Background: an optimization exercise with open tools, aiming at small area. Do not read the settings as production practice.
RTL that was checked went through simulation tests only; none was proved equivalent to the original.
Function not checked in runs 4 and 5: the RTL went through the layout flow alone.
No activity file was given, so power comes from the tool's default toggle rates.

==> flow/flow/run.sh <==
#!/bin/bash
# Standard ORFS layout (the standard.sh, unchanged synthesis), with
#  - the port buffers made from sky130_fd_sc_hd__buf_1 instead of the default buffer
#  - clock tree synthesis from small clock buffers and without dummy loads
# make's full output goes to flow_make.log in this folder; ORFS keeps each
# step's log under orfs/logs.
set -euo pipefail
CTS="-sink_clustering_enable -repair_clock_nets -dont_use_dummy_load -buf_list {sky130_fd_sc_hd__clkbuf_2 sky130_fd_sc_hd__clkbuf_4 sky130_fd_sc_hd__clkbuf_8}"
export BUFFER_PORTS_ARGS="-buffer_cell sky130_fd_sc_hd__buf_1"
export CTS_ARGS="$CTS"
bash standard.sh "BUFFER_PORTS_ARGS=$BUFFER_PORTS_ARGS" "CTS_ARGS=$CTS_ARGS" finish > flow_make.log 2>&1
==> flow/standard.sh <==
#!/bin/bash
# synth_recipe.tcl (not shown) runs the flow's synth.tcl, then flattens the netlist and writes it again
# the make line also repeats each setting of config.mk as NAME=value (left out here)
make -C /OpenROAD-flow-scripts/flow DESIGN_CONFIG=/design/flow/config.mk WORK_HOME=/design/flow/orfs CLKGATE_MAP_FILE= SYNTH_SCRIPT=/design/flow/synth_recipe.tcl "${@:-finish}"
==> flow/config.mk <==
export PLATFORM = sky130hd
export DESIGN_NAME = modbus_tcp_read_client_framer_unit
export DESIGN_NICKNAME = modbus_tcp_read_client_framer_unit
export VERILOG_FILES = /design/flow/design.v
export SDC_FILE = /design/flow/constraint.sdc
export NUM_CORES = 4
export LEC_CHECK = 0
export CAP_MARGIN = 20
export CORE_MARGIN = 2
export CORE_UTILIZATION = 40
export SLEW_MARGIN = 20
==> flow/constraint.sdc <==
create_clock -name core_clock -period 8.0 [get_ports {clk}]
set_input_delay 1.6000 -clock core_clock [delete_from_list [all_inputs] [get_ports {clk}]]
set_output_delay 1.6000 -clock core_clock [all_outputs]
set_load 0.01 [all_outputs]
==> flow/design.v <==
`timescale 1ns / 1ps
`default_nettype none
package mbrc_pkg;
  localparam int QDEPTH = 4;
  localparam int QPTR_W = $clog2(QDEPTH);
  localparam logic [7:0] UNIT_RESET  = 8'd1;
  localparam logic [7:0] MBAP_LENGTH = 8'd6;
  localparam logic [1:0] CMD_START   = 2'd0;
  localparam logic [1:0] CMD_REPLY   = 2'd1;
  localparam logic [1:0] CMD_TIMEOUT = 2'd2;
  localparam logic [1:0] KIND_REQUEST = 2'd0;
  localparam logic [1:0] KIND_VALUE   = 2'd1;
  localparam logic [1:0] KIND_STATUS  = 2'd2;
  localparam logic [2:0] ST_OK            = 3'd0;
  localparam logic [2:0] ST_BAD_FUNCTION  = 3'd1;
  localparam logic [2:0] ST_TOO_LONG      = 3'd2;
  localparam logic [2:0] ST_ID_MISMATCH   = 3'd3;
  localparam logic [2:0] ST_CODE_MISMATCH = 3'd4;
  localparam logic [2:0] ST_TIMEOUT       = 3'd5;
  localparam int JOB_W = 18;
endpackage
`default_nettype wire
`timescale 1ns / 1ps
`default_nettype none
module mbrc_front (
  input  wire logic                       clk,
  input  wire logic                       rst,
  input  wire logic                       take,
  input  wire logic [1:0]                 item_cmd,
  input  wire logic [7:0]                 item_function_code,
  input  wire logic [15:0]                item_start_address,
  input  wire logic [15:0]                item_quantity,
  input  wire logic [7:0]                 item_rx_byte,
  input  wire logic                       cfg_we,
  input  wire logic [7:0]                 cfg_data,
  input  wire logic                       frame_done,
  output logic                            job_valid,
  output logic [mbrc_pkg::JOB_W-1:0]      job,
  output logic [15:0]                     head_id,
  output logic [7:0]                      head_unit,
  output logic [2:0]                      head_function,
  output logic [9:0]                      head_quantity
);
  logic [7:0]  unit_address, unit_before;
  logic        unit_held;
  logic [15:0] transaction_id;
  logic        phase;
  logic [2:0]  active_function, older_function;
  logic [9:0]  active_quantity, older_quantity;
  logic [6:0]  pos;
  logic [7:0]  high_byte;
  logic [6:0]  half_count;
  logic [1:0]  frames;
  logic        is_bit, is_word, word_read, too_long, failing, closing, frame_wr;
  logic        new_read;
  logic [2:0]  fail_status;
  logic [6:0]  d;
  logic [9:0]  avail;
  logic [6:0]  word_end;
  always_comb begin
    is_bit    = (item_function_code == 8'd1) || (item_function_code == 8'd2);
    is_word   = (item_function_code == 8'd3) || (item_function_code == 8'd4);
    too_long  = is_bit ? (item_quantity >= 16'd953) : (item_quantity >= 16'd60);
    word_read = active_function[2] || (active_function[1] && active_function[0]);
    d         = pos - 7'd9;
    avail     = active_quantity - {d, 3'b000};
    word_end  = {active_quantity[5:0], 1'b0} + 7'd8;
    job         = '0;
    job_valid   = 1'b0;
    failing     = 1'b0;
    closing     = 1'b0;
    new_read    = 1'b0;
    fail_status = mbrc_pkg::ST_OK;
    if (take) begin
      unique case (item_cmd)
        mbrc_pkg::CMD_START: begin
          if (!phase) begin
            if (!is_bit && !is_word) begin
              failing     = 1'b1;
              fail_status = mbrc_pkg::ST_BAD_FUNCTION;
            end else if (too_long) begin
              failing     = 1'b1;
              fail_status = mbrc_pkg::ST_TOO_LONG;
            end else begin
              new_read   = 1'b1;
              job_valid  = 1'b1;
              job[16]    = 1'b1;
              job[15:0]  = item_start_address;
            end
          end
        end
        mbrc_pkg::CMD_REPLY: begin
          if (phase) begin
            if (pos == 7'd1) begin
              if ({high_byte, item_rx_byte} != transaction_id) begin
                failing     = 1'b1;
                fail_status = mbrc_pkg::ST_ID_MISMATCH;
              end
            end else if (pos == 7'd7) begin
              if (item_rx_byte != {5'b0, active_function}) begin
                failing     = 1'b1;
                fail_status = mbrc_pkg::ST_CODE_MISMATCH;
              end
            end else if (pos >= 7'd9) begin
              if (word_read) begin
                if (d[0] && ({1'b0, d[6:1]} < half_count)) begin
                  job_valid  = 1'b1;
                  job[17]    = 1'b1;
                  job[15:0]  = {high_byte, item_rx_byte};
                end
              end else if (avail != '0) begin
                job_valid  = 1'b1;
                job[10:8]  = (avail[9:3] != '0) ? 3'd7 : avail[2:0] - 3'd1;
                job[7:0]   = item_rx_byte;
              end
            end
            closing = word_read ? (pos == word_end)
                                : ((pos >= 7'd9) && (avail <= 10'd8));
            if (!failing && closing) begin
              job_valid = 1'b1;
              if (job[17]) begin
                job[16] = 1'b1;
              end else if (avail != '0 && !word_read) begin
                job[11] = 1'b1;
              end else begin
                job[15] = 1'b1;
              end
            end
          end
        end
        mbrc_pkg::CMD_TIMEOUT: begin
          if (phase) begin
            failing     = 1'b1;
            fail_status = mbrc_pkg::ST_TIMEOUT;
          end
        end
        default: begin
        end
      endcase
    end
    if (failing) begin
      job_valid = 1'b1;
      job       = '0;
      job[15]   = 1'b1;
      job[2:0]  = fail_status;
    end
    frame_wr = new_read;
    if (frames == 2'd2) begin
      head_id       = transaction_id - 16'd1;
      head_function = older_function;
      head_quantity = older_quantity;
    end else begin
      head_id       = transaction_id;
      head_function = active_function;
      head_quantity = active_quantity;
    end
    head_unit = unit_held ? unit_before : unit_address;
  end
  always_ff @(posedge clk) begin
    if (rst) begin
      unit_address   <= mbrc_pkg::UNIT_RESET;
      unit_held      <= 1'b0;
      transaction_id <= '0;
      phase          <= 1'b0;
      frames         <= '0;
    end else begin
      if (cfg_we) begin
        unit_address <= cfg_data;
      end
      if (cfg_we && frame_wr) begin
        unit_held <= 1'b1;
      end else if (frame_done) begin
        unit_held <= 1'b0;
      end
      if (frame_wr && !frame_done) begin
        frames <= frames + 2'd1;
      end else if (frame_done && !frame_wr) begin
        frames <= frames - 2'd1;
      end
      if (new_read) begin
        transaction_id <= transaction_id + 16'd1;
        phase          <= 1'b1;
      end else if (failing || (take && item_cmd == mbrc_pkg::CMD_REPLY && phase && closing)) begin
        phase <= 1'b0;
      end
    end
  end
  always_ff @(posedge clk) begin
    if (cfg_we) begin
      unit_before <= unit_address;
    end
    if (new_read) begin
      older_function  <= active_function;
      older_quantity  <= active_quantity;
      active_function <= item_function_code[2:0];
      active_quantity <= item_quantity[9:0];
      pos             <= '0;
    end else if (take && item_cmd == mbrc_pkg::CMD_REPLY && phase) begin
      pos <= pos + 7'd1;
      if (pos == 7'd0 || (pos >= 7'd9 && !d[0])) begin
        high_byte <= item_rx_byte;
      end
      if (pos == 7'd8) begin
        half_count <= item_rx_byte[7:1];
      end
    end
  end
endmodule
`default_nettype wire
`timescale 1ns / 1ps
`default_nettype none
module mbrc_queue (
  input  wire logic                       clk,
  input  wire logic                       rst,
  input  wire logic                       wr,
  input  wire logic [mbrc_pkg::JOB_W-1:0] wr_job,
  input  wire logic                       rd,
  output logic                            full,
  output logic                            valid,
  output logic [mbrc_pkg::JOB_W-1:0]      head
);
  logic [mbrc_pkg::JOB_W-1:0]   slots [mbrc_pkg::QDEPTH];
  logic [mbrc_pkg::QPTR_W-1:0]  wr_ptr;
  logic [mbrc_pkg::QPTR_W-1:0]  rd_ptr;
  logic [mbrc_pkg::QPTR_W:0]    count;
  assign full  = count[mbrc_pkg::QPTR_W];
  assign valid = (count != '0);
  assign head  = slots[rd_ptr];
  always_ff @(posedge clk) begin
    if (wr) begin
      slots[wr_ptr] <= wr_job;
    end
  end
  always_ff @(posedge clk) begin
    if (rst) begin
      wr_ptr <= '0;
      rd_ptr <= '0;
      count  <= '0;
    end else begin
      if (wr) begin
        wr_ptr <= wr_ptr + (mbrc_pkg::QPTR_W)'(1);
      end
      if (rd) begin
        rd_ptr <= rd_ptr + (mbrc_pkg::QPTR_W)'(1);
      end
      if (wr && !rd) begin
        count <= count + (mbrc_pkg::QPTR_W+1)'(1);
      end else if (rd && !wr) begin
        count <= count - (mbrc_pkg::QPTR_W+1)'(1);
      end
    end
  end
endmodule
`default_nettype wire
`timescale 1ns / 1ps
`default_nettype none
module mbrc_back (
  input  wire logic                       clk,
  input  wire logic                       rst,
  input  wire logic                       job_valid,
  input  wire logic [mbrc_pkg::JOB_W-1:0] job,
  input  wire logic [15:0]                head_id,
  input  wire logic [7:0]                 head_unit,
  input  wire logic [2:0]                 head_function,
  input  wire logic [9:0]                 head_quantity,
  output logic                            job_done,
  output logic                            frame_done,
  input  wire logic                       pop,
  output logic                            empty,
  output logic [1:0]                      result_kind,
  output logic [15:0]                     result_value,
  output logic [9:0]                      result_item_index,
  output logic [2:0]                      result_status,
  output logic [31:0]                     result_total_count,
  output logic [31:0]                     result_failed_count,
  output logic                            result_last
);
  logic        out_valid;
  logic        mid;
  logic        advance;
  logic        j_word, j_frame, j_status, j_bits, j_ok;
  logic [2:0]  nb;
  logic        is_status;
  logic [9:0]  k;
  logic [7:0]  fbyte;
  logic [1:0]  kind_next;
  logic [15:0] value_next;
  logic [9:0]  index_next;
  logic [2:0]  status_next;
  logic        last_next;
  logic        count_total, count_failed;
  assign empty   = !out_valid;
  assign advance = job_valid && (!out_valid || pop);
  always_comb begin
    j_word   = job[17];
    j_frame  = !job[17] && job[16];
    j_status = !job[17] && !job[16] && job[15];
    j_bits   = !job[17] && !job[16] && !job[15];
    j_ok     = j_word ? job[16] : job[11];
    nb       = job[10:8];
    k = (mid || (!j_frame && result_kind == mbrc_pkg::KIND_VALUE)) ?
        result_item_index + 10'd1 : 10'd0;
    unique case (k[3:0])
      4'd0:    fbyte = head_id[15:8];
      4'd1:    fbyte = head_id[7:0];
      4'd5:    fbyte = mbrc_pkg::MBAP_LENGTH;
      4'd6:    fbyte = head_unit;
      4'd7:    fbyte = {5'd0, head_function};
      4'd8:    fbyte = job[15:8];
      4'd9:    fbyte = job[7:0];
      4'd10:   fbyte = {6'd0, head_quantity[9:8]};
      4'd11:   fbyte = head_quantity[7:0];
      default: fbyte = 8'd0;
    endcase
    is_status = j_status || (mid && j_word) || (mid && j_bits && result_item_index[2:0] == nb);
    kind_next   = mbrc_pkg::KIND_VALUE;
    value_next  = '0;
    index_next  = k;
    status_next = mbrc_pkg::ST_OK;
    last_next   = 1'b0;
    if (is_status) begin
      kind_next   = mbrc_pkg::KIND_STATUS;
      index_next  = '0;
      status_next = j_status ? job[2:0] : mbrc_pkg::ST_OK;
      last_next   = 1'b1;
    end else if (j_frame) begin
      kind_next  = mbrc_pkg::KIND_REQUEST;
      value_next = {8'd0, fbyte};
      last_next  = (k[3:0] == 4'd11);
    end else if (j_word) begin
      value_next = job[15:0];
      last_next  = !j_ok;
    end else begin
      value_next = {15'd0, job[k[2:0]]};
      last_next  = (k[2:0] == nb) && !j_ok;
    end
    count_total  = j_frame || (j_status && (job[2:0] == mbrc_pkg::ST_BAD_FUNCTION ||
                                            job[2:0] == mbrc_pkg::ST_TOO_LONG));
    count_failed = j_status && (job[2:0] != mbrc_pkg::ST_OK);
    job_done   = advance && last_next;
    frame_done = job_done && j_frame;
  end
  always_ff @(posedge clk) begin
    if (advance) begin
      result_kind       <= kind_next;
      result_value      <= value_next;
      result_item_index <= index_next;
      result_status     <= status_next;
      result_last       <= last_next;
    end
  end
  always_ff @(posedge clk) begin
    if (rst) begin
      out_valid           <= 1'b0;
      mid                 <= 1'b0;
      result_total_count  <= '0;
      result_failed_count <= '0;
    end else begin
      if (advance) begin
        out_valid <= 1'b1;
        mid       <= !last_next;
        if (!mid) begin
          result_total_count  <= result_total_count + {31'd0, count_total};
          result_failed_count <= result_failed_count + {31'd0, count_failed};
        end
      end else if (pop) begin
        out_valid <= 1'b0;
      end
    end
  end
endmodule
`default_nettype wire
`timescale 1ns / 1ps
`default_nettype none
module modbus_tcp_read_client_framer_unit (
  input  wire logic          clk,
  input  wire logic          rst,
  input  wire logic          push,
  output logic               full,
  input  wire logic [1:0]    item_cmd,
  input  wire logic [7:0]    item_function_code,
  input  wire logic [15:0]   item_start_address,
  input  wire logic [15:0]   item_quantity,
  input  wire logic [7:0]    item_rx_byte,
  output logic               empty,
  input  wire logic          pop,
  output logic [1:0]         result_kind,
  output logic [15:0]        result_value,
  output logic [9:0]         result_item_index,
  output logic [2:0]         result_status,
  output logic [31:0]        result_total_count,
  output logic [31:0]        result_failed_count,
  output logic               result_last,
  input  wire logic          cfg_valid,
  output logic               cfg_ready,
  input  wire logic [7:0]    cfg_data
);
  logic                       take;
  logic                       job_wr;
  logic [mbrc_pkg::JOB_W-1:0] job_in;
  logic                       q_valid;
  logic [mbrc_pkg::JOB_W-1:0] q_head;
  logic                       job_done;
  logic                       frame_done;
  logic [15:0]                head_id;
  logic [7:0]                 head_unit;
  logic [2:0]                 head_function;
  logic [9:0]                 head_quantity;
  assign cfg_ready = 1'b1;
  assign take      = push && !full;
  mbrc_front u_front (
    .clk                (clk),
    .rst                (rst),
    .take               (take),
    .item_cmd           (item_cmd),
    .item_function_code (item_function_code),
    .item_start_address (item_start_address),
    .item_quantity      (item_quantity),
    .item_rx_byte       (item_rx_byte),
    .cfg_we             (cfg_valid),
    .cfg_data           (cfg_data),
    .frame_done         (frame_done),
    .job_valid          (job_wr),
    .job                (job_in),
    .head_id            (head_id),
    .head_unit          (head_unit),
    .head_function      (head_function),
    .head_quantity      (head_quantity)
  );
  mbrc_queue u_queue (
    .clk    (clk),
    .rst    (rst),
    .wr     (job_wr),
    .wr_job (job_in),
    .rd     (job_done),
    .full   (full),
    .valid  (q_valid),
    .head   (q_head)
  );
  mbrc_back u_back (
    .clk                 (clk),
    .rst                 (rst),
    .job_valid           (q_valid),
    .job                 (q_head),
    .head_id             (head_id),
    .head_unit           (head_unit),
    .head_function       (head_function),
    .head_quantity       (head_quantity),
    .job_done            (job_done),
    .frame_done          (frame_done),
    .pop                 (pop),
    .empty               (empty),
    .result_kind         (result_kind),
    .result_value        (result_value),
    .result_item_index   (result_item_index),
    .result_status       (result_status),
    .result_total_count  (result_total_count),
    .result_failed_count (result_failed_count),
    .result_last         (result_last)
  );
endmodule
`default_nettype wire
==> results of run 1 <==
==> synth_stat cells, types with 5 or more instances <==
master / count / share of area (%)
buf_1: 6 / 0.17
nand2_1: 79 / 2.3
and3_1: 30 / 1.4
or3_1: 19 / 0.91
o31ai_1: 6 / 0.34
o21ai_0: 37 / 1.4
clkbuf_1: 46 / 1.3
mux2i_1: 35 / 2.7
nand4_1: 21 / 1.0
ha_1: 30 / 2.9
and4_1: 14 / 0.93
mux4_2: 19 / 3.3
a31oi_1: 6 / 0.29
buf_2: 10 / 0.38
a21oi_1: 44 / 1.7
xor2_1: 89 / 5.9
nand2b_1: 7 / 0.33
inv_1: 37 / 1.1
a22oi_1: 16 / 0.92
nor4_1: 17 / 0.81
nor2b_1: 21 / 1.0
o22ai_1: 14 / 0.67
mux2_2: 5 / 0.43
and2_1: 10 / 0.48
a21boi_0: 6 / 0.34
nor2_1: 158 / 4.5
dfxtp_1: 110 / 17
nor3_1: 26 / 0.99
xnor2_1: 47 / 3.1
nand3_1: 47 / 1.8
edfxtp_1: 153 / 35
==> area by class of cell <==
class                      count  area share [%]
sequential                   263            46.1
multi-input combinational    871            40.3
timing repair buffer         169            4.54
clock buffer                  47            4.39
tap                          442            3.75
inverter                      37           0.942
==> critical path, stage by stage (launching register included) <==
cell	delay, ps
dfxtp_1	510
inv_1	140
ha_1	260
nand2b_1	140
nand2_1	80
xor2_1	200
inv_1	80
ha_1	340
a21oi_1	190
nor2_1	60
a2111oi_0	510
nand4_1	290
o31a_1	490
o31ai_1	550
nand2_1	220
ha_1	270
inv_1	70
fa_1	170
xor2_1	70
or3_1	300
a21oi_1	150
==> per-layer routing <==
metal | up-vias | part of all wire (%) | global-route usage (%)
met5 | - | 0 | 0
met4 | 0 | 3.0 | 6.79
met3 | 69 | 6.4 | 3.74
met2 | 304 | 44 | 29.9
met1 | 4705 | 46 | 26.9
li1 | 4748 | - | -
==> power by group through the flow <==
stage               clock network [W]  registers [W]  logic [W]
CTS                           0.00103        0.00173   0.000858
finish                       0.000991        0.00173   0.000861
floorplan                           0        0.00175   0.000560
global route                  0.00109        0.00175   0.000945
global placement                    0        0.00175   0.000848
detailed placement                  0        0.00175   0.000856
==> sequential cells by signal, summed over array words and instances (netlist names), 7 cells and up, named ones only <==
register and cells:
u_queue.slots 72, u_front.active_quantity 10, u_front.unit_address 8, u_front.high_byte 8
u_back.result_item_index 10, u_back.result_failed_count 32, u_back.result_value 16, u_front.pos 7
u_front.half_count 7, u_front.older_quantity 10, u_back.result_total_count 32, u_front.transaction_id 16
u_front.unit_before 8
==> how the worst max path moves through the flow <==
stage	startpoint	to	slack [ps]	cells past startpoint
after floorplan	item_function_code[5]	u_queue.slots[0][0]	3040	7
after global placement	item_function_code[5]	u_queue.count[2]	2950	15
after detailed placement	item_function_code[5]	u_queue.count[2]	2840	15
after CTS	u_front.pos[0]	u_queue.count[2]	2930	20
after global routing	u_front.pos[0]	u_queue.count[2]	2340	20
final	u_front.pos[0]	u_queue.count[2]	2820	20
==> logic make-up after synthesis <==
family | share of synthesized area (%)
simple gates | 17.9
flops | 51.8
compound gates | 8.45
xor+xnor | 9.26
buf+inv | 2.99
mux | 6.36
fa+ha+maj | 3.17
other cells | 0.0286
==> stage by stage <==
step	area, sq um	power, W	util [%]	std cells	hold WS [ps]
finish	14800	0.00358	45.5	1829	465
detailed placement	14100	0.00261	43.4	1781	444
global route	14800	0.00378	45.5	1829	483
global placement	14100	0.00260	43.4	1781	437
CTS	14700	0.00362	45.4	1828	467
floorplan	13100	0.00231	-	1234	422
==> cell usage in the layout, fill, tap and decap left out, types with 4 or more instances in the layout <==
cell / synthesis / layout
o22ai_1: 14 / 14
a31oi_1: 6 / 6
ha_1: 30 / 30
mux4_2: 19 / 19
buf_1: 6 / 159
nor4_1: 17 / 16
nor3_1: 26 / 26
dfxtp_1: 110 / 110
or4_1: 4 / 4
edfxtp_1: 153 / 153
mux2_2: 5 / 5
a22oi_1: 16 / 16
o21ai_0: 37 / 37
buf_4: 1 / 8
and4_1: 14 / 14
mux2i_1: 35 / 35
xor2_1: 89 / 89
nor2_1: 158 / 157
nand2_1: 79 / 79
a21o_1: 4 / 4
and3_1: 30 / 30
inv_1: 37 / 37
or3_1: 19 / 19
a211oi_1: 4 / 4
nand4_1: 21 / 21
o31ai_1: 6 / 6
xnor2_1: 47 / 47
a21boi_1: 0 / 4
clkbuf_8: 0 / 47
nor2b_1: 21 / 20
and2_1: 10 / 10
a21oi_1: 44 / 44
nand2b_1: 7 / 7
nand3_1: 47 / 47
==> flow_summary.ini, run 1 <==
[outcome]
status = complete, no violations

[sta]
postLayoutSetupSlackWorst_ps = 2820
fin_crit_ps = 5180
tightest_slew_ps = 1070
hold_viol_final = 0
slew_headroom_pct = 28.7
finalSetupTns_ps = 0
fmax_mhz = 193
skew_ps = 47.7
period_share_pct = 64.7
slew_viol_final = 0
rsz0062_at_grt = no
finalSetupViolCount = 0

[clock_network]
cts_tree = done
cts-buffers-inserted = 47
cts_setup_buffers = 0
htree_levels = 2
clock_latency_ps = 560
clockRootBuffer = clkbuf_8
clk_pin_slew_worst_paths_ps = 50
cts_sinks = 263
ctsHoldBuffers = 0
cts_buffer_depth = 3
post_cts_resized = 0

[floorplanning]
dieArea_sq_um = 34300
rows = 66
die_w_um = 185
io_pins = 162
start_util_pct = 40.4
coreArea_sq_um = 32500
die_h_um = 185

[global_routing]
grt_pass1_wl_um = 51500
grt_max_degree = 98
overflow = 0
antenna_found_initial = 0
grt_use_total_pct = 19.3
grt_pass1_vias = 9372

[setup_path]
cp.arrival_ps = 5630
reg2reg_to = u_queue.count[2]
cp_max_fo = 13
reg2reg_depth = 20
end_kind = register
r2r_slack_ps = 2820
worst-setup-path-type = register to register
crit_path_start_kind = register
r2r-start = u_front.pos[0]
required_ps = 8450

[drt]
viasPerCell = 5.37
vias = 9826
wl_per_cell_um = 18.1
drtPass1Iterations = 5
route.detailed.drc = 0
drtIter0Drc = 698
ant_nets = 0
drt-total-wl_um = 33000

[synth]
synth_ff_type = edfxtp_1
ys_seq_area_share_pct = 51.8
yosysUniqueCellTypes = 69
synth.avg_cell_area_sq_um = 10.6
ys_seq_elements = 263
synth_edf_count = 153
async_flop_share_pct = 0
netlist_instances = 1234
synthesis.area_sq_um = 13100
yosysWarningCount = 3
synth_fp_nets = 1329

[final_layout]
drive_gt1_share_pct = 6.78
syn_to_final_growth_pct = 12.4
antenna_cells = 0
nets = 1484
n_fill_cell = 3080
multi_input_area_sq_um = 5950
seq_area_sq_um = 6800

[pwr]
switchingPower_w = 0.00116
p_int_w = 0.00242
powerDensity_nw_per_um2 = 243
power_frac_seq_pct = 48.3
comb_power_share_pct = 24.1
switching_share_pct = 32.5
p_leak_nw = 5.00
vdd.ir_drop.worst_uv = 130
clockPowerShare_pct = 27.7

[worst_hold_path]
holdPathEnd = u_front.unit_before[7]
min_path_type = register to register
worstHoldStart = u_front.unit_address[7]
hold_depth = 0

[placement]
hpwl_um = 23800
dp_slack_ps = 2840
place_congestion = 0.858
port_buffers = 160

[flow_run]
drv_cap = 0
==> inputs of run 2 (changes only) <==
--- a/flow/flow/run.sh
+++ b/flow/flow/run.sh
@@ -7,3 +7,3 @@
 set -euo pipefail
-CTS="-sink_clustering_enable -repair_clock_nets -dont_use_dummy_load -buf_list {sky130_fd_sc_hd__clkbuf_2 sky130_fd_sc_hd__clkbuf_4 sky130_fd_sc_hd__clkbuf_8}"
+CTS="-sink_clustering_enable -repair_clock_nets -dont_use_dummy_load -buf_list {sky130_fd_sc_hd__clkbuf_2 sky130_fd_sc_hd__clkbuf_4}"
 export BUFFER_PORTS_ARGS="-buffer_cell sky130_fd_sc_hd__buf_1"
==> run 2 against run 1 <==
  * Still clean
  * Non-clock buffer count unchanged
  * Worst hold slack worse by 0.75 ps
  * Power decreased by 2.4%
  * Routed wire length hardly changed
  * Synthesized cell count stayed put
  * Global-route usage grew 0.19 points
  * Final cell count is 1.6% higher
  * Highest routed layer unchanged
==> flow_summary.ini, run 2 <==
[final_layout]
max_flop_register = u_queue.slots
n_fill_cell = 3122
reg_top3 = u_queue.slots (72), u_back.result_failed_count (32), u_back.result_total_count (32)
nets = 1512
drive_gt1_share_pct = 8.62
seq_area_sq_um = 6800
largest_register_ffs = 72
multi_input_area_sq_um = 5950
syn_to_final_growth_pct = 11.8
layout_common_cells = buf_1, nor2_1, edfxtp_1
stdcell_count = 1858
final_common_cell = buf_1

[clock_network]
htree_levels = 3
ctsHoldBuffers = 0
cts_buffer_depth = 3
cts-buffers-inserted = 75
cts_setup_buffers = 0
cts_tree = done
clock_latency_ps = 670
clockRootBuffer = clkbuf_4
cts_sinks = 263
post_cts_resized = 0
clk_pin_slew_worst_paths_ps = 50

[sta]
tightest_slew_ps = 1070
hold_viol_final = 0
rsz0062_at_grt = no
skew_ps = 50.2
period_share_pct = 64.3
slew_viol_final = 0
finalSetupViolCount = 0
slew_headroom_pct = 28.4
fmax_mhz = 194
finalSetupTns_ps = 0
fin_crit_ps = 5140

[floorplanning]
start_util_pct = 40.4
die_h_um = 185
die_w_um = 185
dieArea_sq_um = 34300
rows = 66
io_pins = 162
coreArea_sq_um = 32500

[flow_run]
drv_cap = 0

[setup_path]
crit_path_start_kind = register
worst-setup-path-type = register to register
r2r-start = u_front.pos[0]
cp_max_fo = 13
max_stage_delay_ps = 540
r2r_slack_ps = 2860
reg2reg_to = u_queue.count[2]
end_kind = register
required_ps = 8550
crit_path_cell_trace = inv_1 -> ha_1 -> nand2b_1 -> nand2_1 -> xor2_1 -> inv_1 -> ha_1 -> a21oi_1 -> nor2_1 -> a2111oi_0 -> nand4_1 -> o31a_1 -> o31ai_1 -> nand2_1 -> ha_1 -> inv_1 -> fa_1 -> xor2_1 -> or3_1 -> a21oi_1
cp.arrival_ps = 5700
reg2reg_depth = 20
crit_path_start = u_front.pos[0]
cp_slowest_cell = o31ai_1

[pwr]
switchingPower_w = 0.00117
vdd.ir_drop.worst_uv = 105
clockPowerShare_pct = 25.9
p_int_w = 0.00232
comb_power_share_pct = 24.6
p_leak_nw = 5.01
design_power_total_w = 0.00349
power_frac_seq_pct = 49.5
switching_share_pct = 33.5
powerDensity_nw_per_um2 = 238

[global_routing]
grt_use_total_pct = 19.4
grtUsageMet3_pct = 4.44
busiest_layer = met2
grt_pass1_vias = 9571
overflow = 0
use_met2_pct = 29.9
grt_pass1_wl_um = 51600
antenna_found_initial = 1
use_met1_pct = 26.5
grt_max_degree = 98

[synth]
ys_seq_area_share_pct = 51.8
synth_ff_type = edfxtp_1
ys_seq_elements = 263
synth_area_leaders = edfxtp_1, dfxtp_1, xor2_1, nor2_1, mux4_2
synth_most_common_cell = nor2_1
synth_fp_nets = 1329
synth_top_area_cell = edfxtp_1
netlist_instances = 1234
yosysUniqueCellTypes = 69
yosysWarningCount = 3
synth_top_area_share_pct = 35.0
yosys-top-cells-count = nor2_1, edfxtp_1, dfxtp_1
synth_edf_count = 153
async_flop_share_pct = 0
synthesis.area_sq_um = 13100
synth.avg_cell_area_sq_um = 10.6

[drt]
wl_per_cell_um = 17.8
drtPass1Iterations = 5
route.detailed.drc = 0
ant_nets = 0
viasPerCell = 5.37
vias = 9980
drtIter0Drc = 710
drt-total-wl_um = 33000

[worst_hold_path]
min_path_type = register to register
hold_depth = 0
worstHoldStart = u_front.unit_address[1]
holdPathEnd = u_front.unit_before[1]

[outcome]
status = complete, no violations

[placement]
dp_cells = 1781
port_buffers = 160
place_congestion = 0.858
hpwl_um = 23800
run 2: kinds of logic after synthesis:
| group | share of synthesized area [%] |
|---|---|
| flops | 51.8 |
| compound gates | 8.45 |
| fa+ha+maj | 3.17 |
| simple gates | 17.9 |
| other cells | 0.0286 |
| mux | 6.36 |
| buf+inv | 2.99 |
| xor+xnor | 9.26 |
run 2: worst max-delay path by stage:
stage | end | slack [ps] | depth (start not counted)
final | u_queue.count[2] | 2860 | 20
after global routing | u_queue.count[2] | 2350 | 20
after CTS | u_queue.count[2] | 2940 | 20
after detailed placement | u_queue.count[2] | 2840 | 15
after global placement | u_queue.count[2] | 2950 | 15
after floorplan | u_queue.slots[0][0] | 3040 | 7
run 2: layout make-up:
class | count | area share, %
Multi-Input combinational cell | 871 | 40.5
Tap cell | 442 | 3.77
Sequential cell | 263 | 46.3
Antenna cell | 1 | 0.0171
Timing Repair Buffer | 169 | 4.56
Clock buffer | 75 | 3.84
Inverter | 37 | 0.947
run 2: critical path: cells and delay by family (launching register included):
kind            cells  cell delay (ps)
flops               1              510
buf+inv             3              290
xor+xnor            2              270
compound gates      5             1870
simple gates        6             1080
fa+ha+maj           4             1030
run 2: power groups by stage:
stage	logic, W	clock network [W]	registers, W
global route	0.000945	0.00101	0.00175
global placement	0.000848	0	0.00175
floorplan	0.000560	0	0.00175
detailed placement	0.000856	0	0.00175
finish	0.000860	0.000906	0.00173
CTS	0.000858	0.000950	0.00173
run 2: routing by layer:
metal	part of all wire (%)	vias to the layer above	routed length, um
met1	45	4700	15000
met5	0	-	0
met2	44	354	14700
li1	-	4842	-
met3	6.9	84	2270
met4	3.3	0	1100
run 2: through the flow:
step | setup slack, ps | cell area [sq um] | utilization (%) | hold slack (ps)
floorplan | 3040 | 13100 | - | 422
global placement | 2950 | 14100 | 43.4 | 437
detailed placement | 2840 | 14100 | 43.4 | 444
CTS | 2940 | 14700 | 45.2 | 467
global route | 2350 | 14700 | 45.2 | 481
finish | 2860 | 14700 | 45.2 | 465
==> inputs of run 3 (changes only) <==
==> flow/run.sh (new file) <==
#!/bin/bash
# synth_recipe.tcl (not shown) runs the flow's synth.tcl, then flattens the netlist and writes it again
# the make line also repeats each setting of config.mk as NAME=value (left out here)
make -C /OpenROAD-flow-scripts/flow DESIGN_CONFIG=/design/flow/config.mk WORK_HOME=/design/flow/orfs CLKGATE_MAP_FILE= SYNTH_SCRIPT=/design/flow/synth_recipe.tcl finish
removed: flow/flow/run.sh
removed: flow/standard.sh
==> run 3 against run 2 <==
  * Core utilization increased by 4.5 points
  * Non-clock buffer count increased by 2
  * Global-route usage increased by 0.095 points
  * Setup slack got worse by 25 ps
  * Via count decreased by 1.0%
  * Synthesized cell count unchanged
  * Critical path type unchanged
  * Largest power group unchanged
==> flow_summary.ini, run 3 <==
[sta]
fin_crit_ps = 5170
slew_viol_final = 0
skew_ps = 16.8
rsz0062_at_grt = no
finalSetupTns_ps = 0
slew_headroom_pct = 29.1
finalSetupViolCount = 0
holdWs_ps = 451
tightest_slew_ps = 1060
fmax_mhz = 193
period_share_pct = 64.6
hold_viol_final = 0

[flow_run]
drv_cap = 0

[final_layout]
largest_register_ffs = 72
reg_top3 = u_queue.slots (72), u_back.result_failed_count (32), u_back.result_total_count (32)
final_common_cell = clkdlybuf4s50_1
layout_common_cells = clkdlybuf4s50_1, nor2_1, edfxtp_1
post-route-util_pct = 49.7
syn_to_final_growth_pct = 23.0
nets = 1468
drive_gt1_share_pct = 7.02
max_flop_register = u_queue.slots
antenna_cells = 0

[synth]
synthesis.area_sq_um = 13100
synth_area_leaders = edfxtp_1, dfxtp_1, xor2_1, nor2_1, mux4_2
synth_ff_type = edfxtp_1
netlist_instances = 1234
synth_edf_count = 153
synth_top_area_cell = edfxtp_1
yosysUniqueCellTypes = 69
ys_seq_elements = 263
yosysWarningCount = 3
synth_top_area_share_pct = 35.0
yosys-top-cells-count = nor2_1, edfxtp_1, dfxtp_1
async_flop_share_pct = 0
synth.avg_cell_area_sq_um = 10.6
synth_most_common_cell = nor2_1
synth_fp_nets = 1329
ys_seq_area_share_pct = 51.8

[clock_network]
clockRootBuffer = clkbuf_16
htree_levels = 1
cts_sinks = 263
cts-buffers-inserted = 29
ctsHoldBuffers = 0
clk_pin_slew_worst_paths_ps = 60
cts_setup_buffers = 0
post_cts_resized = 0
clock_latency_ps = 560
cts_tree = done
cts_buffer_depth = 3

[placement]
hpwl_um = 24300
port_buffers = 160
place_congestion = 0.872

[drt]
drtPass1Iterations = 8
ant_nets = 0
wl_per_cell_um = 18.3
vias = 9877
drt-total-wl_um = 33600
route.detailed.drc = 0
drtIter0Drc = 818
viasPerCell = 5.37

[pwr]
power_frac_seq_pct = 41.7
switchingPower_w = 0.00125
comb_power_share_pct = 24.1
p_int_w = 0.00290
clockPowerShare_pct = 34.2
vdd.ir_drop.worst_uv = 166
powerDensity_nw_per_um2 = 257
p_leak_nw = 5.59
switching_share_pct = 30.1

[global_routing]
overflow = 0
grt_max_degree = 96
antenna_found_initial = 0
grt_use_total_pct = 19.5
grt_pass1_wl_um = 52300
grt_pass1_vias = 9403

[worst_hold_path]
holdPathEnd = u_front.unit_before[0]
worstHoldStart = u_front.unit_address[0]
min_path_type = register to register
hold_depth = 0

[setup_path]
crit_path_cell_trace = inv_1 -> ha_1 -> nand2b_1 -> nand2_1 -> xor2_1 -> inv_1 -> ha_1 -> inv_1 -> o221ai_1 -> a2111oi_0 -> nand4_1 -> o31a_1 -> o31ai_1 -> nand2_1 -> ha_1 -> inv_1 -> fa_1 -> xor2_1 -> or3_1 -> a21oi_1
cp.arrival_ps = 5660
r2r-start = u_front.pos[0]
cp_max_fo = 13
max_stage_delay_ps = 590
end_kind = register
cp_slowest_cell = a2111oi_0
reg2reg_depth = 20
critPathBufInv = 4
cpMostUsedCell = inv_1
r2r_slack_ps = 2830
crit_path_start_kind = register
worst-setup-path-type = register to register
crit_path_start = u_front.pos[0]
critPathTopFamily = compound AO/OA/AOI/OAI gates
required_ps = 8490
reg2reg_to = u_queue.count[2]

[floorplanning]
start_util_pct = 40.4
die_w_um = 185
rows = 66
dieArea_sq_um = 34300
io_pins = 162
coreArea_sq_um = 32500
die_h_um = 185

[outcome]
status = complete, no violations
==> run 3: cell counts after synthesis <==
Identical to the previous run, type by type.
==> run 3: layout make-up <==
class	instances	area [sq um]
clock buffers	36	793
clock inverters	18	225
fillers	2977	16300
inverters	37	139
multi-input cells	871	5950
flip-flops and latches	263	6800
well taps	442	553
repair buffers	171	1680
==> run 3: logic make-up (layout without fill, tap and decap cells) <==
group / Yosys count / in the layout / share of synthesized area [%]
other: 1 / 1 / 0.0286
adders and majority gates: 32 / 32 / 3.17
DFF: 263 / 263 / 51.8
and+or+nand+nor: 469 / 469 / 17.9
AOI/OAI and AO/OA: 173 / 173 / 8.45
muxes: 59 / 59 / 6.36
buffers and inverters: 100 / 262 / 2.99
xor gates and xnor gates: 137 / 137 / 9.26
==> run 3: worst max-delay path by stage <==
| stage | slack, ps | to | cells after the start |
|---|---|---|---|
| floorplan | 3040 | u_queue.slots[0][0] | 7 |
| global placement | 2710 | u_queue.count[2] | 15 |
| detailed placement | 2510 | u_queue.count[2] | 15 |
| CTS | 2880 | u_queue.count[2] | 20 |
| global route | 2240 | u_queue.count[2] | 20 |
| finish | 2830 | u_queue.count[2] | 20 |
==> run 3: power by group through the flow <==
stage | Sequential, W | Clock (W) | Combinational [W]
2_1_floorplan | 0.00175 | 0 | 0.000560
3_3_place_gp | 0.00175 | 0 | 0.000985
3_5_place_dp | 0.00176 | 0 | 0.000990
4_1_cts | 0.00173 | 0.00145 | 0.000996
5_1_grt | 0.00175 | 0.00150 | 0.00109
6_report | 0.00173 | 0.00142 | 0.00100
==> run 3: metrics by stage <==
stage | cell area, sq um | total power, W | instances | worst slack [ps]
global route | 16100 | 0.00434 | 1838 | 2240
floorplan | 13100 | 0.00231 | 1234 | 3040
global placement | 15100 | 0.00274 | 1783 | 2710
detailed placement | 15100 | 0.00275 | 1783 | 2510
CTS | 16100 | 0.00418 | 1837 | 2880
finish | 16100 | 0.00415 | 1838 | 2830
==> run 3: routing by layer <==
metal,GRT usage (%),part of all wire (%)
met2,30.4,44
met3,2.73,6.1
met5,0,0
met4,7.43,3.5
met1,27.7,47
==> run 3: worst reg2reg max path, cell delays in order (launching register included) <==
cell	delay [ps]
dfxtp_1	500
inv_1	160
ha_1	260
nand2b_1	150
nand2_1	80
xor2_1	290
inv_1	90
ha_1	350
inv_1	80
o221ai_1	110
a2111oi_0	590
nand4_1	300
o31a_1	480
o31ai_1	530
nand2_1	120
ha_1	240
inv_1	70
fa_1	170
xor2_1	70
or3_1	320
a21oi_1	140
==> inputs of run 4 (changes only) <==
--- a/flow/design.v
+++ b/flow/design.v
@@ -37,4 +37,6 @@
   output logic                            job_valid,
+  output logic                            job_high_wr,
   output logic [mbrc_pkg::JOB_W-1:0]      job,
   output logic [15:0]                     head_id,
+  output logic                            head_older,
   output logic [7:0]                      head_unit,
@@ -47,13 +49,13 @@
   logic        phase;
-  logic [2:0]  active_function, older_function;
+  logic [1:0]  active_function, older_function;    
   logic [9:0]  active_quantity, older_quantity;
-  logic [6:0]  pos;
-  logic [7:0]  high_byte;
+  logic [6:0]  d;           
+  logic        id_high_ok;
   logic [6:0]  half_count;
   logic [1:0]  frames;
-  logic        is_bit, is_word, word_read, too_long, failing, closing, frame_wr;
+  logic        is_bit, is_word, word_read, too_long, failing, closing, reply;
   logic        new_read;
   logic [2:0]  fail_status;
-  logic [6:0]  d;
-  logic [9:0]  avail;
+  logic        in_data;
+  logic        bits_here, bits_full, bits_close;
   logic [6:0]  word_end;
@@ -63,7 +65,11 @@
     too_long  = is_bit ? (item_quantity >= 16'd953) : (item_quantity >= 16'd60);
-    word_read = active_function[2] || (active_function[1] && active_function[0]);
-    d         = pos - 7'd9;
-    avail     = active_quantity - {d, 3'b000};
-    word_end  = {active_quantity[5:0], 1'b0} + 7'd8;
+    word_read = (active_function == 2'd3) || (active_function == 2'd0);
+    in_data   = (d < 7'd119);
+    bits_full  = (active_quantity[9:3] != d);
+    bits_here  = bits_full || (active_quantity[2:0] != 3'd0);
+    bits_close = !bits_full || ((active_quantity[2:0] == 3'd0) && (active_quantity[9:3] == d + 7'd1));
+    word_end   = {active_quantity[5:0], 1'b0} - 7'd1;
+    reply      = take && (item_cmd == mbrc_pkg::CMD_REPLY) && phase;
     job         = '0;
+    job[15:8]   = item_rx_byte;
     job_valid   = 1'b0;
@@ -93,4 +99,4 @@
           if (phase) begin
-            if (pos == 7'd1) begin
-              if ({high_byte, item_rx_byte} != transaction_id) begin
+            if (d == 7'd120) begin
+              if (!id_high_ok || (item_rx_byte != transaction_id[7:0])) begin
                 failing     = 1'b1;
@@ -98,4 +104,4 @@
               end
-            end else if (pos == 7'd7) begin
-              if (item_rx_byte != {5'b0, active_function}) begin
+            end else if (d == 7'd126) begin
+              if (item_rx_byte != {5'b0, active_function == 2'd0, active_function}) begin
                 failing     = 1'b1;
@@ -103,3 +109,3 @@
               end
-            end else if (pos >= 7'd9) begin
+            end else if (in_data) begin
               if (word_read) begin
@@ -108,7 +114,8 @@
                   job[17]    = 1'b1;
-                  job[15:0]  = {high_byte, item_rx_byte};
+                  job[7:0]   = item_rx_byte;
                 end
-              end else if (avail != '0) begin
+              end else if (bits_here) begin
                 job_valid  = 1'b1;
-                job[10:8]  = (avail[9:3] != '0) ? 3'd7 : avail[2:0] - 3'd1;
+                job[15:8]  = 8'd0;
+                job[10:8]  = bits_full ? 3'd7 : active_quantity[2:0] - 3'd1;
                 job[7:0]   = item_rx_byte;
@@ -116,4 +123,3 @@
             end
-            closing = word_read ? (pos == word_end)
-                                : ((pos >= 7'd9) && (avail <= 10'd8));
+            closing = word_read ? (d == word_end) : (in_data && bits_close);
             if (!failing && closing) begin
@@ -122,6 +128,7 @@
                 job[16] = 1'b1;
-              end else if (avail != '0 && !word_read) begin
+              end else if (bits_here && !word_read) begin
                 job[11] = 1'b1;
               end else begin
-                job[15] = 1'b1;
+                job[15:8] = 8'd0;
+                job[15]   = 1'b1;
               end
@@ -146,10 +153,10 @@
     end
-    frame_wr = new_read;
-    if (frames == 2'd2) begin
-      head_id       = transaction_id - 16'd1;
-      head_function = older_function;
+    job_high_wr = job_valid ? !job[17] : reply;
+    head_id    = transaction_id;
+    head_older = (frames == 2'd2);
+    if (head_older) begin
+      head_function = {older_function == 2'd0, older_function};
       head_quantity = older_quantity;
     end else begin
-      head_id       = transaction_id;
-      head_function = active_function;
+      head_function = {active_function == 2'd0, active_function};
       head_quantity = active_quantity;
@@ -169,3 +176,3 @@
       end
-      if (cfg_we && frame_wr) begin
+      if (cfg_we && new_read) begin
         unit_held <= 1'b1;
@@ -174,5 +181,5 @@
       end
-      if (frame_wr && !frame_done) begin
+      if (new_read && !frame_done) begin
         frames <= frames + 2'd1;
-      end else if (frame_done && !frame_wr) begin
+      end else if (frame_done && !new_read) begin
         frames <= frames - 2'd1;
@@ -182,3 +189,3 @@
         phase          <= 1'b1;
-      end else if (failing || (take && item_cmd == mbrc_pkg::CMD_REPLY && phase && closing)) begin
+      end else if (failing || (reply && closing)) begin
         phase <= 1'b0;
@@ -194,11 +201,9 @@
       older_quantity  <= active_quantity;
-      active_function <= item_function_code[2:0];
+      active_function <= item_function_code[1:0];
       active_quantity <= item_quantity[9:0];
-      pos             <= '0;
-    end else if (take && item_cmd == mbrc_pkg::CMD_REPLY && phase) begin
-      pos <= pos + 7'd1;
-      if (pos == 7'd0 || (pos >= 7'd9 && !d[0])) begin
-        high_byte <= item_rx_byte;
-      end
-      if (pos == 7'd8) begin
+      d               <= 7'd119;
+    end else if (reply) begin
+      d          <= d + 7'd1;
+      id_high_ok <= (item_rx_byte == transaction_id[15:8]);
+      if (d == 7'd127) begin
         half_count <= item_rx_byte[7:1];
@@ -215,2 +220,3 @@
   input  wire logic                       wr,
+  input  wire logic                       wr_high,
   input  wire logic [mbrc_pkg::JOB_W-1:0] wr_job,
@@ -224,5 +230,5 @@
   logic [mbrc_pkg::QPTR_W-1:0]  rd_ptr;
-  logic [mbrc_pkg::QPTR_W:0]    count;
-  assign full  = count[mbrc_pkg::QPTR_W];
-  assign valid = (count != '0);
+  logic                         full_q;
+  assign full  = full_q;
+  assign valid = full_q || (wr_ptr != rd_ptr);
   assign head  = slots[rd_ptr];
@@ -230,3 +236,7 @@
     if (wr) begin
-      slots[wr_ptr] <= wr_job;
+      slots[wr_ptr][mbrc_pkg::JOB_W-1:16] <= wr_job[mbrc_pkg::JOB_W-1:16];
+      slots[wr_ptr][7:0]                  <= wr_job[7:0];
+    end
+    if (wr_high) begin
+      slots[wr_ptr][15:8] <= wr_job[15:8];
     end
@@ -237,3 +247,3 @@
       rd_ptr <= '0;
-      count  <= '0;
+      full_q <= 1'b0;
     end else begin
@@ -245,6 +255,6 @@
       end
-      if (wr && !rd) begin
-        count <= count + (mbrc_pkg::QPTR_W+1)'(1);
+      if (wr && !rd && (wr_ptr + (mbrc_pkg::QPTR_W)'(1) == rd_ptr)) begin
+        full_q <= 1'b1;
       end else if (rd && !wr) begin
-        count <= count - (mbrc_pkg::QPTR_W+1)'(1);
+        full_q <= 1'b0;
       end
@@ -262,2 +272,3 @@
   input  wire logic [15:0]                head_id,
+  input  wire logic                       head_older,
   input  wire logic [7:0]                 head_unit,
@@ -284,3 +295,4 @@
   logic [9:0]  k;
-  logic [7:0]  fbyte;
+  logic [7:0]  fbyte, id_byte;
+  logic        id_borrow;
   logic [1:0]  kind_next;
@@ -288,3 +300,3 @@
   logic [9:0]  index_next;
-  logic [2:0]  status_next;
+  logic [15:0] value_q;
   logic        last_next;
@@ -302,5 +314,7 @@
         result_item_index + 10'd1 : 10'd0;
+    id_borrow = head_older && (k[0] || head_id[7:0] == 8'd0);
+    id_byte   = (k[0] ? head_id[7:0] : head_id[15:8]) - {7'd0, id_borrow};
     unique case (k[3:0])
-      4'd0:    fbyte = head_id[15:8];
-      4'd1:    fbyte = head_id[7:0];
+      4'd0:    fbyte = id_byte;
+      4'd1:    fbyte = id_byte;
       4'd5:    fbyte = mbrc_pkg::MBAP_LENGTH;
@@ -318,3 +332,2 @@
     index_next  = k;
-    status_next = mbrc_pkg::ST_OK;
     last_next   = 1'b0;
@@ -323,3 +336,3 @@
       index_next  = '0;
-      status_next = j_status ? job[2:0] : mbrc_pkg::ST_OK;
+      value_next  = {13'd0, j_status ? job[2:0] : mbrc_pkg::ST_OK};
       last_next   = 1'b1;
@@ -342,2 +355,4 @@
   end
+  assign result_value  = {value_q[15:3], result_kind[1] ? 3'd0 : value_q[2:0]};
+  assign result_status = result_kind[1] ? value_q[2:0] : 3'd0;
   always_ff @(posedge clk) begin
@@ -345,5 +360,4 @@
       result_kind       <= kind_next;
-      result_value      <= value_next;
+      value_q           <= value_next;
       result_item_index <= index_next;
-      result_status     <= status_next;
       result_last       <= last_next;
@@ -399,2 +413,3 @@
   logic                       job_wr;
+  logic                       job_high_wr;
   logic [mbrc_pkg::JOB_W-1:0] job_in;
@@ -405,2 +420,3 @@
   logic [15:0]                head_id;
+  logic                       head_older;
   logic [7:0]                 head_unit;
@@ -423,4 +439,6 @@
     .job_valid          (job_wr),
+    .job_high_wr        (job_high_wr),
     .job                (job_in),
     .head_id            (head_id),
+    .head_older         (head_older),
     .head_unit          (head_unit),
@@ -433,2 +451,3 @@
     .wr     (job_wr),
+    .wr_high(job_high_wr),
     .wr_job (job_in),
@@ -445,2 +464,3 @@
     .head_id             (head_id),
+    .head_older          (head_older),
     .head_unit           (head_unit),
==> flow/flow/run.sh (new file) <==
#!/bin/bash
# Standard ORFS layout (the standard.sh, unchanged synthesis), with
#  - the port buffers made from sky130_fd_sc_hd__buf_1 instead of the default buffer
#  - clock tree synthesis from small clock buffers and without dummy loads
# make's full output goes to flow_make.log in this folder; ORFS keeps each
# step's log under orfs/logs.
set -euo pipefail
CTS="-sink_clustering_enable -repair_clock_nets -dont_use_dummy_load -buf_list {sky130_fd_sc_hd__clkbuf_8} -sink_clustering_size 20 -sink_clustering_max_diameter 60"
export BUFFER_PORTS_ARGS="-buffer_cell sky130_fd_sc_hd__buf_1"
export CTS_ARGS="$CTS"
bash standard.sh "BUFFER_PORTS_ARGS=$BUFFER_PORTS_ARGS" "CTS_ARGS=$CTS_ARGS" finish > flow_make.log 2>&1
==> flow/standard.sh (new file) <==
#!/bin/bash
# synth_recipe.tcl (not shown) runs the flow's synth.tcl, then flattens the netlist and writes it again
# the make line also repeats each setting of config.mk as NAME=value (left out here)
make -C /OpenROAD-flow-scripts/flow DESIGN_CONFIG=/design/flow/config.mk WORK_HOME=/design/flow/orfs CLKGATE_MAP_FILE= SYNTH_SCRIPT=/design/flow/synth_recipe.tcl "${@:-finish}"
removed: flow/run.sh
==> run 4 against run 3 <==
  * Critical endpoint is now u_queue.slots[1][17]
  * Still clean on timing, DRC and antenna
  * Critical path depth fell by 12
  * Largest power group unchanged
  * First-iteration DRC count is 6.0% higher
  * Global-route usage shrank 0.34 points
  * Largest cell class unchanged
==> flow_summary.ini, run 4 <==
[final_layout]
antenna_cells = 0
nets = 1458
largest_register_ffs = 72
stdcell_count = 1770
seq_area_sq_um = 6400
drive_gt1_share_pct = 6.07
final_common_cell = buf_1
multi_input_area_sq_um = 5990
n_fill_cell = 3053
max_flop_register = u_queue.slots
reg_top3 = u_queue.slots (72), u_back.result_failed_count (32), u_back.result_total_count (32)
syn_to_final_growth_pct = 8.81
layout_common_cells = buf_1, edfxtp_1, nor2_1

[clock_network]
cts_buffer_depth = 3
clockRootBuffer = clkbuf_8
ctsHoldBuffers = 0
clock_latency_ps = 580
cts_tree = done
htree_levels = 1
post_cts_resized = 0
clk_pin_slew_worst_paths_ps = 80
cts_setup_buffers = 0
cts-buffers-inserted = 24
cts_sinks = 249

[pwr]
powerDensity_nw_per_um2 = 167
vdd.ir_drop.worst_uv = 155
p_leak_nw = 4.63

[synth]
yosys-top-cells-count = edfxtp_1, nor2_1, dfxtp_1
synth_compound_area_share_pct = 9.93
yosysWarningCount = 3
synthesis.area_sq_um = 12900
synth_edf_count = 141
async_flop_share_pct = 0
synth_fa_ha_area_share_pct = 2.42
synth_mux_area_share_pct = 7.63
synth_area_leaders = edfxtp_1, dfxtp_1, xnor2_1, nor2_1, xor2_1
synth_top_family_by_area = simple AND/OR/NAND/NOR gates
synthXorXnorAreaFrac_pct = 8.20
synth_ff_type = edfxtp_1
synth_top_area_cell = edfxtp_1
synthSimpleGateAreaFrac_pct = 18.1
ys_seq_area_share_pct = 49.5
yosysUniqueCellTypes = 69
synth_top_area_share_pct = 32.8
synth_most_common_cell = edfxtp_1
synth.avg_cell_area_sq_um = 10.3
ys_seq_elements = 249
netlist_instances = 1259
synth_fp_nets = 1347

[floorplanning]
die_h_um = 184
coreArea_sq_um = 31700
rows = 65
die_w_um = 184
io_pins = 162
start_util_pct = 40.7
dieArea_sq_um = 33700

[worst_hold_path]
min_path_type = register to register
hold_depth = 0
holdPathEnd = u_front.unit_before[0]
worstHoldStart = u_front.unit_address[0]

[setup_path]
reg2reg_depth = 12
cp_max_fo = 14
reg2reg_to = u_back.result_total_count[31]
worst-setup-path-type = input pin to register
required_ps = 8170
r2r_slack_ps = 3920
crit_path_start_kind = input pin
end_kind = register
cp.arrival_ps = 4660

[drt]
route.detailed.drc = 0
drtIter0Drc = 867
wl_met3_um = 2210
ant_nets = 0
wl_per_cell_um = 18.4
viasPerCell = 5.54
wl_met1_um = 15600
top_layer = met4
vias = 9809
drt-total-wl_um = 32700
wl_met2_um = 14100
drtPass1Iterations = 5

[placement]
dp_cells = 1746
place_congestion = 0.919
hpwl_um = 24200
port_buffers = 160

[sta]
skew_ps = 89.2
fin_crit_ps = 4490
rsz0062_at_grt = no
finalSetupTns_ps = 0
finalSetupViolCount = 0
slew_viol_final = 0
fmax_mhz = 223
hold_viol_final = 0
period_share_pct = 56.1
slew_headroom_pct = 31.5
holdWs_ps = 434
tightest_slew_ps = 1020

[global_routing]
grt_max_degree = 75
grt_pass1_wl_um = 51500
overflow = 0
antenna_found_initial = 0
grt_use_total_pct = 19.2
grt_pass1_vias = 9142

[flow_run]
drv_cap = 0

[outcome]
status = complete, no violations
## run 4: cell types whose count changed in the layout (fill, tap and decap cells not counted), sizes merged, moves of 17 or more
cell	change
xnor2	+24
xor2	-39
clkdlybuf4s50	-159
nor2	-25
or3	+17
buf	+157
## run 4: power by group
| group | leakage, nW | switching [W] | total, W | internal (W) |
|---|---|---|---|---|
| registers | 2.16 | 0.0000231 | 0.00141 | 0.00139 |
| logic | 2.30 | 0.000182 | 0.000281 | 0.0000989 |
| clock network | 0.173 | 0.000397 | 0.000664 | 0.000267 |
## run 4: logic make-up (layout without fill, tap and decap cells)
group	count (synthesis)	after routing
adder cells (fa/ha/maj)	25	25
multiplexers	73	73
XOR/XNOR	121	121
other	1	1
buffers and inverters	128	237
AND/OR/NAND/NOR	466	466
AO/OA/AOI/OAI	196	196
flip-flops	249	249
## run 4: cell type report
type,instances,area share (%)
inverters,43,1.15
multi-input cells,882,42.6
repair buffers,170,4.83
well taps,402,3.58
clock buffers,24,2.35
flip-flops and latches,249,45.5
## run 4: critical path, cell delays in order
cell and delay, ps:
buf_1 260, nor2b_1 260, nand3_1 430, clkinv_1 350, o311ai_0 250, o211ai_1 160
nor3_1 850, nor2b_1 480
## run 4: per-layer routing
layer / vias to the layer above / global-route usage [%]
met5: - / 0
met3: 50 / 2.65
met1: 4675 / 28.7
li1: 4727 / -
met2: 357 / 29.3
met4: 0 / 4.80
## run 4: stage by stage
step / worst slack (ps) / utilization [%] / total power [W] / instance area [sq um]
after global placement: 3100 / 43.3 / 0.00171 / 13700
final: 3510 / 44.3 / 0.00235 / 14100
after floorplan: 3280 / - / 0.00163 / 12900
after global routing: 3260 / 44.3 / 0.00246 / 14100
after CTS: 3620 / 44.3 / 0.00239 / 14100
after detailed placement: 3050 / 43.3 / 0.00172 / 13700
## run 4: worst max-delay path by stage
stage                                startpoint              endpoint  slack [ps]  cells after the start
after global placement              item_cmd[0]  u_queue.slots[3][16]        3100                      8
after detailed placement            item_cmd[0]   u_queue.slots[1][3]        3050                      8
after CTS                           item_cmd[0]  u_queue.slots[1][17]        3620                      8
after floorplan           item_function_code[5]     u_front.frames[1]        3280                      9
final                               item_cmd[0]  u_queue.slots[1][17]        3510                      8
after global routing                item_cmd[0]   u_queue.slots[1][5]        3260                      8
==> inputs of run 5 (changes only) <==
--- a/flow/design.v
+++ b/flow/design.v
@@ -227,3 +227,3 @@
 );
-  logic [mbrc_pkg::JOB_W-1:0]   slots [mbrc_pkg::QDEPTH];
+  logic [mbrc_pkg::JOB_W-1:0]   slot0, slot1, slot2, slot3;
   logic [mbrc_pkg::QPTR_W-1:0]  wr_ptr;
@@ -233,10 +233,38 @@
   assign valid = full_q || (wr_ptr != rd_ptr);
-  assign head  = slots[rd_ptr];
+  always_comb begin
+    unique case (rd_ptr)
+      2'd0:    head = slot0;
+      2'd1:    head = slot1;
+      2'd2:    head = slot2;
+      default: head = slot3;
+    endcase
+  end
   always_ff @(posedge clk) begin
-    if (wr) begin
-      slots[wr_ptr][mbrc_pkg::JOB_W-1:16] <= wr_job[mbrc_pkg::JOB_W-1:16];
-      slots[wr_ptr][7:0]                  <= wr_job[7:0];
+    if (wr && wr_ptr == 2'd0) begin
+      slot0[mbrc_pkg::JOB_W-1:16] <= wr_job[mbrc_pkg::JOB_W-1:16];
+      slot0[7:0]                  <= wr_job[7:0];
     end
-    if (wr_high) begin
-      slots[wr_ptr][15:8] <= wr_job[15:8];
+    if (wr_high && wr_ptr == 2'd0) begin
+      slot0[15:8] <= wr_job[15:8];
+    end
+    if (wr && wr_ptr == 2'd1) begin
+      slot1[mbrc_pkg::JOB_W-1:16] <= wr_job[mbrc_pkg::JOB_W-1:16];
+      slot1[7:0]                  <= wr_job[7:0];
+    end
+    if (wr_high && wr_ptr == 2'd1) begin
+      slot1[15:8] <= wr_job[15:8];
+    end
+    if (wr && wr_ptr == 2'd2) begin
+      slot2[mbrc_pkg::JOB_W-1:16] <= wr_job[mbrc_pkg::JOB_W-1:16];
+      slot2[7:0]                  <= wr_job[7:0];
+    end
+    if (wr_high && wr_ptr == 2'd2) begin
+      slot2[15:8] <= wr_job[15:8];
+    end
+    if (wr && wr_ptr == 2'd3) begin
+      slot3[mbrc_pkg::JOB_W-1:16] <= wr_job[mbrc_pkg::JOB_W-1:16];
+      slot3[7:0]                  <= wr_job[7:0];
+    end
+    if (wr_high && wr_ptr == 2'd3) begin
+      slot3[15:8] <= wr_job[15:8];
     end
==> flow/flow/run.sh (replaced) <==
#!/bin/bash
# Standard ORFS layout through the standard.sh, with three changes:
#  - synthesis: the standard flow's own synthesis script, but Yosys's abc maps the logic with an
#    area-oriented script (flow/area.script); flip-flop mapping and names are unchanged
#  - the port buffers are sky130_fd_sc_hd__buf_1
#  - clock tree synthesis uses small clock buffers and no dummy loads
# make's full output goes to flow_make.log in this folder; ORFS keeps each step's
# log under orfs/logs.
set -euo pipefail
HERE=$(pwd)
cat flow/abc_area.tcl synth_recipe.tcl > area_synth.tcl
export FLOW_ABC_SCRIPT=$HERE/flow/area.script
CTS="-sink_clustering_enable -repair_clock_nets -dont_use_dummy_load -buf_list {sky130_fd_sc_hd__clkbuf_4} -sink_clustering_size 10 -sink_clustering_max_diameter 50"
BUF="-buffer_cell sky130_fd_sc_hd__buf_1"
export BUFFER_PORTS_ARGS="$BUF"
export CTS_ARGS="$CTS"
bash standard.sh "SYNTH_SCRIPT=$HERE/area_synth.tcl" "BUFFER_PORTS_ARGS=$BUF" "CTS_ARGS=$CTS" finish > flow_make.log 2>&1
==> flow/flow/abc_area.tcl (new file) <==
# Prepended to the standard flow's synthesis script (synth_recipe.tcl): Yosys's abc command maps the
# combinational logic with flow/area.script (area-oriented mapping) instead of ORFS's
# speed script. Everything else, flip-flop mapping included, is the standard synthesis.
proc abc {args} {
  set i [lsearch -exact $args -script]
  if {$i >= 0} {
    lset args [expr {$i + 1}] $::env(FLOW_ABC_SCRIPT)
  }
  puts "abc (area script): $args"
  yosys abc {*}$args
}
==> flow/flow/area.script (new file) <==
&get -n
&st
&dc2
&dch -f
&nf -a -p -R 1000 -C 32 -F 8 -A 8
&st
&dc2
&dch -f
&nf -a -p -R 1000 -C 32 -F 8 -A 8
&st
&dc2
&dch -f
&nf -a -p -R 1000 -C 32 -F 8 -A 8
&put
==> run 5 against run 4 <==
  * Critical endpoint is now u_back.result_total_count[31]
  * Critical path type is now register to register
  * Worst hold slack gained 26 ps
  * Still clean on timing, DRC and antenna
  * Sequential power is 11% higher
  * First-iteration DRC count rose by 6.2%
  * Synthesized area shrank 9.2%
==> flow_summary.ini, run 5 <==
[sta]
skew_ps = 58.9
fin_crit_ps = 5850
finalSetupTns_ps = 0
period_share_pct = 73.1
fmax_mhz = 171
tightest_slew_ps = 1050
finalSetupViolCount = 0
hold_viol_final = 0
slew_viol_final = 0
rsz0062_at_grt = no
slew_headroom_pct = 29.8

[global_routing]
grt_use_total_pct = 19.1
overflow = 0
antenna_found_initial = 1
grt_pass1_vias = 8553
grt_max_degree = 62
grt_pass1_wl_um = 46900

[pwr]
p_leak_nw = 4.44
vdd.ir_drop.worst_uv = 93.4
design_power_total_w = 0.00301
powerDensity_nw_per_um2 = 230

[outcome]
status = complete, no violations

[drt]
wl_per_cell_um = 17.6
route.detailed.drc = 0
vias = 9430
drtPass1Iterations = 8
drtIter0Drc = 921
drt-total-wl_um = 29900
viasPerCell = 5.55
ant_nets = 0

[placement]
place_area_sq_um = 12800
hpwl_um = 21600
place_congestion = 0.882
dp_cells = 1664
port_buffers = 160

[synth]
yosysUniqueCellTypes = 53
synth_top_area_cell = edfxtp_1
synthesis.area_sq_um = 11700
synth_edf_count = 141
async_flop_share_pct = 0
synth_area_leaders = edfxtp_1, dfxtp_1, a21oi_1, nor2_1, ha_1
ys_seq_elements = 247
ys_seq_area_share_pct = 54.2
yosys-top-cells-count = edfxtp_1, nor2_1, dfxtp_1
synth_top_area_share_pct = 36.1
yosysWarningCount = 3
synth_fp_nets = 1216
synth_ff_type = edfxtp_1
synth.avg_cell_area_sq_um = 10.4
synth_most_common_cell = edfxtp_1
netlist_instances = 1124

[clock_network]
cts_tree = done
htree_levels = 2
cts_setup_buffers = 0
clock_latency_ps = 630
cts_sinks = 247
clockRootBuffer = clkbuf_4
clk_pin_slew_worst_paths_ps = 100
ctsHoldBuffers = 0
cts_buffer_depth = 3
post_cts_resized = 0
cts-buffers-inserted = 34

[final_layout]
stdcell_count = 1699
layout_common_cells = buf_1, edfxtp_1, nor2_1
drive_gt1_share_pct = 3.58
final_cell_area_sq_um = 13100
syn_to_final_growth_pct = 11.3
nets = 1408
reg_top3 = u_back.result_failed_count (32), u_back.result_total_count (32)
final_common_cell = buf_1

[floorplanning]
start_util_pct = 40.8
coreArea_sq_um = 28800
die_h_um = 175
die_w_um = 175
io_pins = 162
dieArea_sq_um = 30700
rows = 62

[setup_path]
crit_path_cell_trace = ha_1 -> a222oi_1 -> o21ai_0 -> clkinv_1 -> a21oi_1 -> o21ai_0 -> o21ai_0 -> ha_1 -> nand4_1 -> nor2_1 -> and2_0 -> and3_1 -> nor2b_1 -> and3_1 -> and3_1 -> and3_1 -> and3_1 -> nor2b_1 -> and3_1 -> and3_1 -> nor3_1
reg2reg_depth = 21
cpMostUsedCell = and3_1
cp.arrival_ps = 6320
cp_slowest_cell = ha_1
max_stage_delay_ps = 720
critPathTopFamily = simple AND/OR/NAND/NOR gates
worst-setup-path-type = register to register
end_kind = register
reg2reg_to = u_back.result_total_count[31]
critPathBufInv = 1
crit_path_start_kind = register
r2r-start = u_queue.rd_ptr[0]
cp_max_fo = 18
r2r_slack_ps = 2150
crit_path_start = u_queue.rd_ptr[0]
required_ps = 8470

[worst_hold_path]
hold_depth = 1
holdPathEnd = u_front.frames[1]
worstHoldStart = u_front.frames[1]
min_path_type = register to register

[flow_run]
drv_cap = 0
==> run 5: cell types whose count changed after synthesis, moves of 19 or more <==
cell	delta
nor2_1	-22
nand2_1	-28
inv_1	-42
mux4_2	-19
nand3_1	-27
clkbuf_1	-62
clkinv_1	+44
nor3_1	+39
xnor2_1	-38
and3_1	+22
and2_0	+20
or3_1	-35
a21oi_1	+53
xor2_1	-23
==> run 5: stage by stage <==
step	setup WS, ps	utilization (%)	hold slack [ps]
final	2150	45.4	460
after global routing	1500	45.4	500
after CTS	2100	45.4	462
after detailed placement	1760	44.5	449
after global placement	1890	44.5	437
after floorplan	1730	-	428
==> run 5: final cells by class <==
type / count / area, sq um
clock buffer: 34 / 255
antenna: 1 / 2.50
fill: 2836 / 15700
multi-input combinational: 818 / 5110
timing repair buffer: 170 / 679
inverter: 45 / 169
sequential: 247 / 6360
tap: 384 / 480
==> run 5: worst reg2reg max path: stages, from the launching register on <==
cell      delay [ps]
dfxtp_1          450
ha_1             730
a222oi_1         150
o21ai_0          620
clkinv_1         280
a21oi_1          180
o21ai_0          100
o21ai_0          230
ha_1             220
nand4_1          180
nor2_1           180
and2_0           270
and3_1           300
nor2b_1          230
and3_1           290
and3_1           220
and3_1           200
and3_1           210
nor2b_1          220
and3_1           230
and3_1           170
nor3_1            40
==> run 5: worst max path at each step <==
stage | slack, ps | cells after the start | endpoint
after floorplan | 1730 | 16 | u_back.result_total_count[31]
after global placement | 1890 | 16 | u_front.transaction_id[15]
after detailed placement | 1760 | 16 | u_front.transaction_id[15]
final | 2150 | 21 | u_back.result_total_count[31]
after global routing | 1500 | 21 | u_back.result_total_count[31]
after CTS | 2100 | 24 | u_back.result_failed_count[30]
==> run 5: metal layers <==
metal | global-route usage (%) | wire, um | part of all wire (%)
met1 | 26.2 | 13200 | 44
met2 | 31.6 | 14300 | 48
met3 | 2.97 | 1710 | 5.7
met4 | 4.90 | 597 | 2.0
met5 | 0 | 0 | 0
==> run 5: report_power, final <==
part | total, W | switching, W | internal [W]
Clock | 0.000588 | 0.000391 | 0.000197
Combinational | 0.000858 | 0.000583 | 0.000276
Sequential | 0.00156 | 0.0000771 | 0.00148
Total | 0.00301 | 0.00105 | 0.00196
==> run 5: logic make-up after synthesis <==
kind of cell	count (synthesis)	share of synthesized area, %
DFF	247	54.2
muxes	34	2.90
xor gates and xnor gates	60	4.48
adders and majority gates	29	3.09
other	1	0.0320
and+or+nand+nor	410	17.5
buffers and inverters	59	2.33
AOI/OAI and AO/OA	284	15.5

-- re-timing with driven ports --
The results above use ideal ports. As a check the final layouts listed here were re-extracted and re-timed, cells and wires unchanged. Step 1: set_driving_cell puts a clkbuf_16 on clk and a buf_2 on each other input, an assumption about the parent block. Step 2 adds t to the input delays and takes it off the output delays; t is the mean of the earliest and latest rising clock arrival at the registers after step 1. Input paths then give back, and output paths get back, about the clock's delay inside the block. Slacks: ideal / step 1 / step 2; pairs: ideal / step 1.
| run | t (ns) | slack for setup (ns) | worst setup path after step 2 |
|---|---|---|---|
| run 1 | 0.579 | 2.821 / 2.821 / 2.808 | input to register |
| run 2 | 0.685 | 2.856 / 2.856 / 2.787 | input to register |
| run 3 | 0.594 | 2.831 / 2.831 / 2.530 | input to register |
| run 4 | 0.583 | 3.513 / 3.539 / 2.957 | input to register |
| run 5 | 0.649 | 2.151 / 2.151 / 1.691 | input to register |
After both steps setup and hold are still met in every run listed. The setup slack of run 4, which loses most, moves by +0.026 ns with the drivers and by -0.556 ns with both steps.
